Background: an optimization exercise with open tools, aiming at a short achievable clock period and few clock cycles per item. Do not read the settings as production practice.
In this exercise RTL edits were held to simulation tests only and were not proved equivalent to the original.
Power and IR drop assume default switching activity.

==> flow/design.v <==
`default_nettype none
package ohlc_pkg;
  localparam int unsigned TIME_W  = 32;
  localparam int unsigned PRICE_W = 40;
  localparam int unsigned BW_W    = 17;
  localparam int unsigned END_W   = TIME_W + 1;
  localparam logic [BW_W-1:0] BIN_WIDTH_RESET = BW_W'(3600);
  localparam int unsigned     MAX_GAP_BARS_DEF = 16;
  localparam int unsigned APB_DATA_W = 32;
  localparam int unsigned APB_ADDR_W = 2;
  localparam logic [APB_ADDR_W-1:0] REG_BIN_WIDTH = APB_ADDR_W'(0);
  localparam int unsigned DIV_STEPS = TIME_W;
  localparam int unsigned DIV_CNT_W = $clog2(DIV_STEPS + 1);
  typedef enum logic [1:0] {
    KIND_FIRST  = 2'd0,
    KIND_NORMAL = 2'd1,
    KIND_GAP    = 2'd2
  } bar_kind_e;
  typedef struct packed {
    logic [TIME_W-1:0]  bar_time;
    logic [PRICE_W-1:0] bar_open;
    logic [PRICE_W-1:0] bar_high;
    logic [PRICE_W-1:0] bar_low;
    logic [PRICE_W-1:0] bar_close;
    bar_kind_e          bar_kind;
    logic               gaps_dropped;
    logic               last_result;
  } bar_t;
  typedef struct packed {
    logic latch;        
    logic first_bar;    
    logic update;       
    logic div_start;    
    logic div_short;    
    logic setup;        
    logic emit_cur;     
    logic emit_gap;     
    logic emit_eob;     
  } ctrl_cmd_t;
  typedef struct packed {
    logic started;
    logic beyond;
    logic small_step;
    logic has_trade;
    logic eob;
    logic shown_zero;
    logic gap_cnt_zero;
    logic gap_cnt_last;
    logic out_free;
    logic div_done;
  } ctrl_stat_t;
endpackage
`default_nettype wire
`default_nettype none
import ohlc_pkg::*;
module ohlc_div (
  input  wire logic              clk_i,
  input  wire logic              rst_ni,
  input  wire logic              start_i,
  input  wire logic              short_i,
  input  wire logic [TIME_W-1:0] dividend_i,
  input  wire logic [BW_W-1:0]   divisor_i,
  output logic                   done_o,
  output logic [TIME_W-1:0]      quo_o,
  output logic [BW_W-1:0]        rem_o
);
  logic [DIV_CNT_W-1:0] cnt_q;
  logic [TIME_W-1:0]    quo_q;
  logic [BW_W-1:0]      rem_q;
  logic [BW_W:0]        shifted;
  logic [BW_W:0]        diff;
  logic                 fits;
  logic [BW_W-1:0]      rem_step;
  always_comb begin
    shifted  = {rem_q, quo_q[TIME_W-1]};
    diff     = shifted - {1'b0, divisor_i};
    fits     = shifted >= {1'b0, divisor_i};
    rem_step = fits ? diff[BW_W-1:0] : shifted[BW_W-1:0];
  end
  always_ff @(posedge clk_i or negedge rst_ni) begin
    if (!rst_ni) begin
      cnt_q <= '0;
    end else if (start_i) begin
      cnt_q <= short_i ? '0 : DIV_CNT_W'(DIV_STEPS);
    end else if (cnt_q != '0) begin
      cnt_q <= cnt_q - DIV_CNT_W'(1);
    end
  end
  always_ff @(posedge clk_i) begin
    if (start_i) begin
      if (short_i) begin
        quo_q <= '0;
        rem_q <= dividend_i[BW_W-1:0];
      end else begin
        quo_q <= dividend_i;
        rem_q <= '0;
      end
    end else if (cnt_q != '0) begin
      quo_q <= {quo_q[TIME_W-2:0], fits};
      rem_q <= rem_step;
    end
  end
  assign done_o = (cnt_q == '0);
  assign quo_o  = quo_q;
  assign rem_o  = rem_q;
endmodule
`default_nettype wire
`default_nettype none
import ohlc_pkg::*;
module ohlc_ctrl (
  input  wire logic       clk_i,
  input  wire logic       rst_ni,
  input  wire logic       in_valid_i,
  output logic            in_ready_o,
  input  ohlc_pkg::ctrl_stat_t stat_i,
  output ohlc_pkg::ctrl_cmd_t cmd_o
);
  typedef enum logic [7:0] {
    ST_IDLE   = 8'b0000_0001,
    ST_DECIDE = 8'b0000_0010,
    ST_DIV    = 8'b0000_0100,
    ST_SETUP  = 8'b0000_1000,
    ST_CUR    = 8'b0001_0000,
    ST_GAP    = 8'b0010_0000,
    ST_UPD    = 8'b0100_0000,
    ST_EOB    = 8'b1000_0000
  } ctrl_state_e;
  ctrl_state_e state_q;
  ctrl_state_e state_d;
  always_comb begin
    state_d    = state_q;
    cmd_o      = '0;
    in_ready_o = 1'b0;
    case (state_q)
      ST_IDLE: begin
        in_ready_o = 1'b1;
        if (in_valid_i) begin
          cmd_o.latch = 1'b1;
          state_d     = ST_DECIDE;
        end
      end
      ST_DECIDE: begin
        if (!stat_i.started) begin
          if (stat_i.out_free) begin
            cmd_o.first_bar = 1'b1;
            state_d         = ST_IDLE;
          end
        end else if (stat_i.beyond) begin
          cmd_o.div_start = 1'b1;
          cmd_o.div_short = stat_i.small_step;
          state_d         = ST_DIV;
        end else begin
          cmd_o.update = 1'b1;
          state_d      = stat_i.eob ? ST_EOB : ST_IDLE;
        end
      end
      ST_DIV: begin
        if (stat_i.div_done) begin
          state_d = ST_SETUP;
        end
      end
      ST_SETUP: begin
        cmd_o.setup = 1'b1;
        if (stat_i.has_trade) begin
          state_d = ST_CUR;
        end else if (!stat_i.shown_zero) begin
          state_d = ST_GAP;
        end else begin
          state_d = ST_UPD;
        end
      end
      ST_CUR: begin
        if (stat_i.out_free) begin
          cmd_o.emit_cur = 1'b1;
          state_d        = stat_i.gap_cnt_zero ? ST_UPD : ST_GAP;
        end
      end
      ST_GAP: begin
        if (stat_i.out_free) begin
          cmd_o.emit_gap = 1'b1;
          if (stat_i.gap_cnt_last) begin
            state_d = ST_UPD;
          end
        end
      end
      ST_UPD: begin
        cmd_o.update = 1'b1;
        state_d      = stat_i.eob ? ST_EOB : ST_IDLE;
      end
      ST_EOB: begin
        if (stat_i.out_free) begin
          cmd_o.emit_eob = 1'b1;
          state_d        = ST_IDLE;
        end
      end
      default: begin
        state_d = ST_IDLE;
      end
    endcase
  end
  always_ff @(posedge clk_i or negedge rst_ni) begin
    if (!rst_ni) begin
      state_q <= ST_IDLE;
    end else begin
      state_q <= state_d;
    end
  end
endmodule
`default_nettype wire
`default_nettype none
import ohlc_pkg::*;
module ohlc_dp #(
  parameter int unsigned MAX_GAP_BARS = MAX_GAP_BARS_DEF
) (
  input  wire logic               clk_i,
  input  wire logic               rst_ni,
  input  ohlc_pkg::ctrl_cmd_t         cmd_i,
  output ohlc_pkg::ctrl_stat_t         stat_o,
  input  wire logic [BW_W-1:0]    bin_width_i,
  input  wire logic [TIME_W-1:0]  trade_time_i,
  input  wire logic [PRICE_W-1:0] trade_price_i,
  input  wire logic               end_of_batch_i,
  input  wire logic               out_ready_i,
  output logic                    out_valid_o,
  output ohlc_pkg::bar_t          bar_o
);
  localparam int unsigned GAP_W = $clog2(MAX_GAP_BARS + 2);
  logic [TIME_W-1:0]  t_q;
  logic [PRICE_W-1:0] p_q;
  logic               eob_q;
  logic               started_q;
  logic               has_trade_q;
  logic               drop_flag_q;
  logic               drop_pend_q;
  logic [END_W-1:0]   bin_end_q;
  logic [PRICE_W-1:0] cur_open_q;
  logic [PRICE_W-1:0] cur_high_q;
  logic [PRICE_W-1:0] cur_low_q;
  logic [PRICE_W-1:0] last_price_q;
  logic [TIME_W-1:0]  last_time_q;
  logic [TIME_W-1:0]  last_bar_key_q;
  logic [TIME_W-1:0]  gap_key_q;
  logic [GAP_W-1:0]   gap_cnt_q;
  logic               out_valid_q;
  ohlc_pkg::bar_t     bar_q;
  ohlc_pkg::bar_t     bar_n;
  logic               load;
  logic [BW_W-1:0]    w_eff;
  logic [END_W-1:0]   t_ext;
  logic [END_W-1:0]   dm1;
  logic               beyond;
  logic               small_step;
  logic [END_W-1:0]   gaps;
  logic               drop;
  logic [GAP_W-1:0]   shown;
  logic [END_W-1:0]   new_end;
  logic [TIME_W-1:0]  gap_key_next;
  logic               div_done;
  logic [TIME_W-1:0]  quo;
  logic [BW_W-1:0]    rem;
  always_comb begin
    w_eff        = (bin_width_i == '0) ? BW_W'(1) : bin_width_i;
    t_ext        = {1'b0, t_q};
    beyond       = t_ext > bin_end_q;
    dm1          = t_ext - bin_end_q - END_W'(1);
    small_step   = dm1 < END_W'(w_eff);
    gaps         = END_W'(quo) + END_W'(!has_trade_q);
    drop         = gaps > END_W'(MAX_GAP_BARS);
    shown        = drop ? GAP_W'(MAX_GAP_BARS) : gaps[GAP_W-1:0];
    new_end      = t_ext + END_W'(w_eff) - END_W'(1) - END_W'(rem);
    gap_key_next = gap_key_q + TIME_W'(w_eff);
  end
  ohlc_div u_div (
    .clk_i      (clk_i),
    .rst_ni     (rst_ni),
    .start_i    (cmd_i.div_start),
    .short_i    (cmd_i.div_short),
    .dividend_i (dm1[TIME_W-1:0]),
    .divisor_i  (w_eff),
    .done_o     (div_done),
    .quo_o      (quo),
    .rem_o      (rem)
  );
  always_comb begin
    bar_n.bar_time     = last_time_q;
    bar_n.bar_open     = cur_open_q;
    bar_n.bar_high     = cur_high_q;
    bar_n.bar_low      = cur_low_q;
    bar_n.bar_close    = last_price_q;
    bar_n.bar_kind     = KIND_NORMAL;
    bar_n.gaps_dropped = drop_flag_q;
    bar_n.last_result  = 1'b1;
    if (cmd_i.first_bar) begin
      bar_n.bar_time  = t_q;
      bar_n.bar_open  = p_q;
      bar_n.bar_high  = p_q;
      bar_n.bar_low   = p_q;
      bar_n.bar_close = p_q;
      bar_n.bar_kind  = KIND_FIRST;
    end else if (cmd_i.emit_cur) begin
      bar_n.last_result = (gap_cnt_q == '0) && !eob_q;
    end else if (cmd_i.emit_gap) begin
      bar_n.bar_time    = gap_key_next;
      bar_n.bar_open    = last_price_q;
      bar_n.bar_high    = last_price_q;
      bar_n.bar_low     = last_price_q;
      bar_n.bar_kind    = KIND_GAP;
      bar_n.last_result = (gap_cnt_q == GAP_W'(1)) && !eob_q;
    end
    load = cmd_i.first_bar | cmd_i.emit_cur | cmd_i.emit_gap | cmd_i.emit_eob;
  end
  always_ff @(posedge clk_i or negedge rst_ni) begin
    if (!rst_ni) begin
      started_q   <= 1'b0;
      has_trade_q <= 1'b0;
      drop_flag_q <= 1'b0;
      drop_pend_q <= 1'b0;
      gap_cnt_q   <= '0;
      out_valid_q <= 1'b0;
    end else begin
      if (cmd_i.first_bar) begin
        started_q   <= !eob_q;
        has_trade_q <= 1'b0;
        drop_flag_q <= 1'b0;
      end else if (cmd_i.setup) begin
        has_trade_q <= 1'b0;
        drop_pend_q <= drop;
        gap_cnt_q   <= shown;
      end else if (cmd_i.update) begin
        has_trade_q <= 1'b1;
        drop_flag_q <= drop_flag_q | drop_pend_q;
        drop_pend_q <= 1'b0;
      end else if (cmd_i.emit_cur) begin
        drop_flag_q <= 1'b0;
      end else if (cmd_i.emit_gap) begin
        drop_flag_q <= 1'b0;
        gap_cnt_q   <= gap_cnt_q - GAP_W'(1);
      end else if (cmd_i.emit_eob) begin
        started_q   <= 1'b0;
        has_trade_q <= 1'b0;
        drop_flag_q <= 1'b0;
      end
      if (load) begin
        out_valid_q <= 1'b1;
      end else if (out_ready_i) begin
        out_valid_q <= 1'b0;
      end
    end
  end
  always_ff @(posedge clk_i) begin
    if (cmd_i.latch) begin
      t_q   <= trade_time_i;
      p_q   <= trade_price_i;
      eob_q <= end_of_batch_i;
    end
    if (cmd_i.first_bar) begin
      bin_end_q      <= t_ext + END_W'(w_eff);
      last_price_q   <= p_q;
      last_time_q    <= t_q;
      last_bar_key_q <= t_q;
    end
    if (cmd_i.setup) begin
      bin_end_q <= new_end;
      gap_key_q <= has_trade_q ? last_time_q : last_bar_key_q;
    end
    if (cmd_i.update) begin
      if (!has_trade_q) begin
        cur_open_q <= last_price_q;
        cur_high_q <= p_q;
        cur_low_q  <= p_q;
      end else begin
        if (p_q > cur_high_q) begin
          cur_high_q <= p_q;
        end
        if (p_q < cur_low_q) begin
          cur_low_q <= p_q;
        end
      end
      last_price_q <= p_q;
      last_time_q  <= t_q;
    end
    if (cmd_i.emit_cur) begin
      last_bar_key_q <= last_time_q;
    end
    if (cmd_i.emit_gap) begin
      gap_key_q <= gap_key_next;
    end
    if (load) begin
      bar_q <= bar_n;
    end
  end
  always_comb begin
    stat_o.started      = started_q;
    stat_o.beyond       = beyond;
    stat_o.small_step   = small_step;
    stat_o.has_trade    = has_trade_q;
    stat_o.eob          = eob_q;
    stat_o.shown_zero   = (shown == '0);
    stat_o.gap_cnt_zero = (gap_cnt_q == '0);
    stat_o.gap_cnt_last = (gap_cnt_q == GAP_W'(1));
    stat_o.out_free     = !out_valid_q || out_ready_i;
    stat_o.div_done     = div_done;
  end
  assign out_valid_o = out_valid_q;
  assign bar_o       = bar_q;
endmodule
`default_nettype wire
`default_nettype none
import ohlc_pkg::*;
module ohlc_bar_aggregator_top #(
  parameter int unsigned MAX_GAP_BARS = MAX_GAP_BARS_DEF
) (
  input  wire logic                  clk_i,
  input  wire logic                  rst_ni,
  input  wire logic                  trade_valid_i,
  output logic                       trade_ready_o,
  input  wire logic [TIME_W-1:0]     trade_time_i,
  input  wire logic [PRICE_W-1:0]    trade_price_i,
  input  wire logic                  trade_end_of_batch_i,
  output logic                       bar_valid_o,
  input  wire logic                  bar_ready_i,
  output logic [TIME_W-1:0]          bar_time_o,
  output logic [PRICE_W-1:0]         bar_open_o,
  output logic [PRICE_W-1:0]         bar_high_o,
  output logic [PRICE_W-1:0]         bar_low_o,
  output logic [PRICE_W-1:0]         bar_close_o,
  output logic [1:0]                 bar_kind_o,
  output logic                       bar_gaps_dropped_o,
  output logic                       bar_last_result_o,
  input  wire logic                  psel,
  input  wire logic                  penable,
  input  wire logic                  pwrite,
  input  wire logic [APB_ADDR_W-1:0] paddr,
  input  wire logic [APB_DATA_W-1:0] pwdata,
  output logic [APB_DATA_W-1:0]      prdata,
  output logic                       pready
);
  logic [BW_W-1:0] bin_width_q;
  ohlc_pkg::ctrl_cmd_t cmd;
  ohlc_pkg::ctrl_stat_t stat;
  ohlc_pkg::bar_t  bar;
  logic            in_ready;
  logic            out_valid;
  always_ff @(posedge clk_i or negedge rst_ni) begin
    if (!rst_ni) begin
      bin_width_q <= BIN_WIDTH_RESET;
    end else if (psel && penable && pwrite && (paddr == REG_BIN_WIDTH)) begin
      bin_width_q <= pwdata[BW_W-1:0];
    end
  end
  assign pready = 1'b1;
  assign prdata = (paddr == REG_BIN_WIDTH) ? APB_DATA_W'(bin_width_q) : '0;
  ohlc_ctrl u_ctrl (
    .clk_i      (clk_i),
    .rst_ni     (rst_ni),
    .in_valid_i (trade_valid_i),
    .in_ready_o (in_ready),
    .stat_i     (stat),
    .cmd_o      (cmd)
  );
  ohlc_dp #(
    .MAX_GAP_BARS (MAX_GAP_BARS)
  ) u_dp (
    .clk_i          (clk_i),
    .rst_ni         (rst_ni),
    .cmd_i          (cmd),
    .stat_o         (stat),
    .bin_width_i    (bin_width_q),
    .trade_time_i   (trade_time_i),
    .trade_price_i  (trade_price_i),
    .end_of_batch_i (trade_end_of_batch_i),
    .out_ready_i    (bar_ready_i),
    .out_valid_o    (out_valid),
    .bar_o          (bar)
  );
  assign trade_ready_o      = in_ready;
  assign bar_valid_o        = out_valid;
  assign bar_time_o         = bar.bar_time;
  assign bar_open_o         = bar.bar_open;
  assign bar_high_o         = bar.bar_high;
  assign bar_low_o          = bar.bar_low;
  assign bar_close_o        = bar.bar_close;
  assign bar_kind_o         = bar.bar_kind;
  assign bar_gaps_dropped_o = bar.gaps_dropped;
  assign bar_last_result_o  = bar.last_result;
endmodule
`default_nettype wire
==> flow/run.sh <==
#!/bin/bash
# synth_recipe.tcl (not shown) runs the flow's synth.tcl, then flattens the netlist and writes it again
# the make line also repeats each setting of config.mk as NAME=value (left out here)
make -C /OpenROAD-flow-scripts/flow DESIGN_CONFIG=/design/flow/config.mk WORK_HOME=/design/flow/orfs CLKGATE_MAP_FILE= SYNTH_SCRIPT=/design/flow/synth_recipe.tcl finish
==> flow/config.mk <==
export PLATFORM = sky130hd
export DESIGN_NAME = ohlc_bar_aggregator_top
export DESIGN_NICKNAME = ohlc_bar_aggregator_top
export VERILOG_FILES = /design/flow/design.v
export SDC_FILE = /design/flow/constraint.sdc
export NUM_CORES = 4
export LEC_CHECK = 0
export CAP_MARGIN = 20
export CORE_MARGIN = 2
export CORE_UTILIZATION = 40
export PLACE_DENSITY = 0.6
export SLEW_MARGIN = 20
==> flow/constraint.sdc <==
create_clock -name core_clock -period 7.0 [get_ports {clk_i}]
set_input_delay 1.4000 -clock core_clock [delete_from_list [all_inputs] [get_ports {clk_i}]]
set_output_delay 1.4000 -clock core_clock [all_outputs]
set_load 0.01 [all_outputs]
==> metrics.md <==
| Metric | Value |
|---|---|
| Worst min-delay path startpoint | `u_dp.last_price_q[33]` |
| GPL Wtd Cong | `0.891` |
| DR WL/cell | `about 20 um` |
| Clock-pin slew on the worst setup and hold paths | `0.06 ns` |
| Worst vdd ir | `0.000189 V` |
| Hold Buf Count CTS | `0` |
| Pwr Density | `about 400 mW/mm^2` |
| DRT iter0 DRCs | `~1800` |
| CTS resizes | `0` |
| Slew headroom | `roughly 30%` |
| Height of the die | `299 um` |
| Most common flop cell mapped by yosys | `edfxtp_1` |
| Die area | `around 0.089 mm^2` |
| HPWL after detailed placement | `69600 um` |
| Share of cells above drive strength 1 | `under 10%` |
| CTS tree | `done` |
| Cells after Synth | `between 3000 and 4000` |
| Initial Util | `40.2%` |
| Highest clock rate | `approximately 0.17 GHz` |
| Min Tclk post-route | `approximately 5.8 ns` |
| Syn Area/Cell | `between 10 and 15 um^2` |
| Port bufs | `~310` |
| Final period util | `82.4%` |
| Startpoint Class | `flip-flop` |
| Setup crit start | `u_dp.t_q[0]` |
| Clock buffer depth | `3` |
| Final setup fails | `0` |
| CORE AREA | `0.0865 mm^2` |
| Vias in the first global route | `24800` |
| Async SR Flop Fraction | `6.33%` |
| Total grt overflow | `0` |
| Synthesized cell area | `about 0.035 mm^2` |
| Most common cell after layout, fill and taps aside | `edfxtp_1` |
| Post-DRT Antenna Nets | `0` |
| Antenna violations before repair | `1` |
| Vias/cell | `roughly 5.4` |
| CTS Sinks | `about 650` |
| Total Wirelength | `between 90000 and 100000 um` |
| Post-CTS setup buffers | `0` |
| Max-cap violations | `0` |
| Count of flip-flops with a built-in enable after synthesis | `about 570` |
| Fin Clk Skew | `between 0.03 and 0.04 ns` |
| Total CTS buffers | `between 70 and 80` |
| TNS Setup | `0 ns` |
| Status | `finished clean` |
| Layout area overhead | `19.8%` |
| FP Rows | `roughly 110` |
| Crit end category | `flip-flop` |
| Clk latency of the worst-skew pair | `approximately 0.64 ns` |
| Clock root cell | `clkbuf_16` |
| Fin nets | `about 3800` |
| Most frequent cells in the layout | `567 x edfxtp_1, 449 x nand2_1, 316 x a21oi_1, 312 x clkdlybuf4s50_1, 210 x inv_1` |
| Global-route wire length before repair | `around 150000 um` |
| Post-route DRC | `0` |
| Largest net degree at the start of global routing | `between 80 and 90` |
| Worst Path Max Fanout | `35` |
| Crit path DAT | `between 6 and 7 ns` |
| Hold WC Path Type | `flip-flop to flip-flop` |
| Via count | `25700` |
| Total GRT Usage | `about a fifth` |
| Drt pass-1 iters | `6` |
| R2r startpoint | `u_dp.t_q[0]` |
| Die width | `roughly 300 um` |
| Yosys cell types | `100` |
| Leak | `approximately 16 nW` |
| Slew Limit Fails | `0` |
| Antenna cell count | `0` |
| Measured slew at the worst slew-check pin | `1.03 ns` |
| Register bit total from synthesis | `648` |
| RSZ-0062 raised after global routing | `false` |
| Tot Pwr | `16.9 mW` |
| Worst EP required | `about 7.4 ns` |
| Yosys warning total | `4` |
| # H-tree levels | `3` |
| Seq/Total Area, Yosys | `54.2%` |
| I/O pin total | `between 300 and 400` |
| Critical setup path kind | `flip-flop to flip-flop` |
| Fin. Hold Viols | `0` |
## cell usage after synthesis, types with 40 or more instances
| cell type | number | area (um^2) |
|---|---|---|
| dfxtp_1 | 40 | 801 |
| nand3_1 | 62 | 310 |
| clkbuf_1 | 112 | 420 |
| xnor2_1 | 84 | 736 |
| mux2_2 | 77 | 867 |
| a21oi_1 | 317 | 1590 |
| ha_1 | 202 | 2530 |
| nor2_1 | 144 | 541 |
| edfxtp_1 | 567 | 17000 |
| nand2_1 | 453 | 1700 |
| nand4_1 | 45 | 282 |
| nor3_1 | 48 | 240 |
| o21ai_0 | 157 | 786 |
| xor2_1 | 43 | 377 |
| a21o_1 | 75 | 563 |
| inv_1 | 210 | 788 |
## through the flow
stage,area (um^2),cells,util [%],hold slack [ns],setup slack (ns)
2_1_floorplan,34900,3234,-,0.425,0.449
3_3_place_gp,39100,4584,45.2,0.436,1.29
3_5_place_dp,39100,4584,45.2,0.440,1.20
4_1_cts,41700,4724,48.2,0.443,1.16
5_1_grt,41700,4724,48.2,0.464,0.882
6_report,41700,4724,48.2,0.447,1.23
## state kept, by name, summed over array words and instances, names as in the netlist, 5 cells and up
name / cells
u_dp.u_div.cnt_q: 6
u_dp.gap_cnt_q: 5
u_dp.gap_key_q: 32
u_dp.last_bar_key_q: 32
u_dp.last_price_q: 40
bin_width_q: 17
u_dp.cur_open_q: 40
u_dp.bin_end_q: 33
u_dp.last_time_q: 32
u_dp.p_q: 40
u_dp.cur_high_q: 40
u_dp.u_div.quo_q: 32
u_dp.u_div.rem_q: 17
u_dp.cur_low_q: 40
u_ctrl.state_q: 8
u_dp.bar_q: 196
u_dp.t_q: 32
## power by group
| group | internal, mW | switching, mW | total (mW) | leakage [nW] |
|---|---|---|---|---|
| registers | 5.55 | 0.724 | 6.28 | 6.06 |
| clock network | 2.39 | 1.65 | 4.04 | 1.25 |
| logic | 2.69 | 3.85 | 6.54 | 9.10 |
## cells by family after synthesis
logic type / Yosys count / synth area share [%]
adder cells (fa/ha/maj): 207 / 7.55
multiplexers: 101 / 3.18
other: 2 / 0.0216
AO/OA/AOI/OAI: 823 / 14.7
buffers and inverters: 367 / 4.33
XOR/XNOR: 128 / 3.24
flip-flops: 648 / 54.2
AND/OR/NAND/NOR: 944 / 12.8
## routing by layer
layer	up-vias	track usage (%)	share of wire (%)
li1	12400	-	-
met1	12400	28.1	44
met2	750	35.6	48
met3	147	3.13	5.2
met4	0	6.37	2.4
met5	-	0	0
## worst max-delay path, cell delays in order (launching register included)
cell and delay, ns:
edfxtp_1 0.48, ha_1 0.29, fa_1 0.41, a21oi_1 0.20, o21ai_0 0.23, a41o_1 0.38
o21ai_0 0.53, xnor2_1 0.29, ha_1 0.32, a21o_1 0.17, a21o_1 0.17, a21oi_1 0.16
o21ai_0 0.12, a31oi_1 0.28, nand3_1 0.13, nor3b_1 0.25, and4_1 0.28, nand4b_4 0.48
o211a_1 0.33
## worst paths after layout
check / cells after the start / to / slack [ns]
max: 18 / u_dp.u_div.quo_q[2] / 1.23
min: 0 / u_dp.cur_open_q[33] / 0.45
max reg2reg: 18 / u_dp.u_div.quo_q[2] / 1.23
min reg2reg: 0 / u_dp.cur_open_q[33] / 0.45
max in group asynchronous: 2 / u_dp.has_trade_q / 5.61
min in group asynchronous: 2 / bin_width_q[13] / 0.89
## area by class of cell
type,count,area (um^2)
clock buffers,96,2050
well taps,1155,1450
repair buffers,351,3450
inverters,211,795
multi-input cells,2219,14600
flip-flops and latches,648,18900
fillers,8007,44800
clock inverters,44,524
Testbench counts, summed over its fixed seeds: cycles 37,398, trades 4,696.

==> what the ideal ports hide <==
The flow's constraints put no driver on any port. The routed layout listed below was extracted and timed again, unchanged, in two steps.
Step 1, drivers: a clkbuf_16 drives clk_i and a buf_2 each remaining input, both assumed.
Step 2 adds t to the input delays and takes it off the output delays; t is the mean of the earliest and latest rising clock arrival at the registers after step 1. Input paths then give back, and output paths get back, about the clock's delay inside the block.
Slacks: ideal ports / drivers / drivers and shift; pairs: ideal ports / drivers.
t (ns): 0.686
setup slack, ns: 1.231 / 1.231 / 1.231
clock arrival spread, ns: 0.035 / 0.035
cell pins on the clock port's net: 1
After both steps this run still meets setup and hold. For this run, drivers alone change the setup slack by 0.000 ns; drivers and shift together by 0.000 ns.
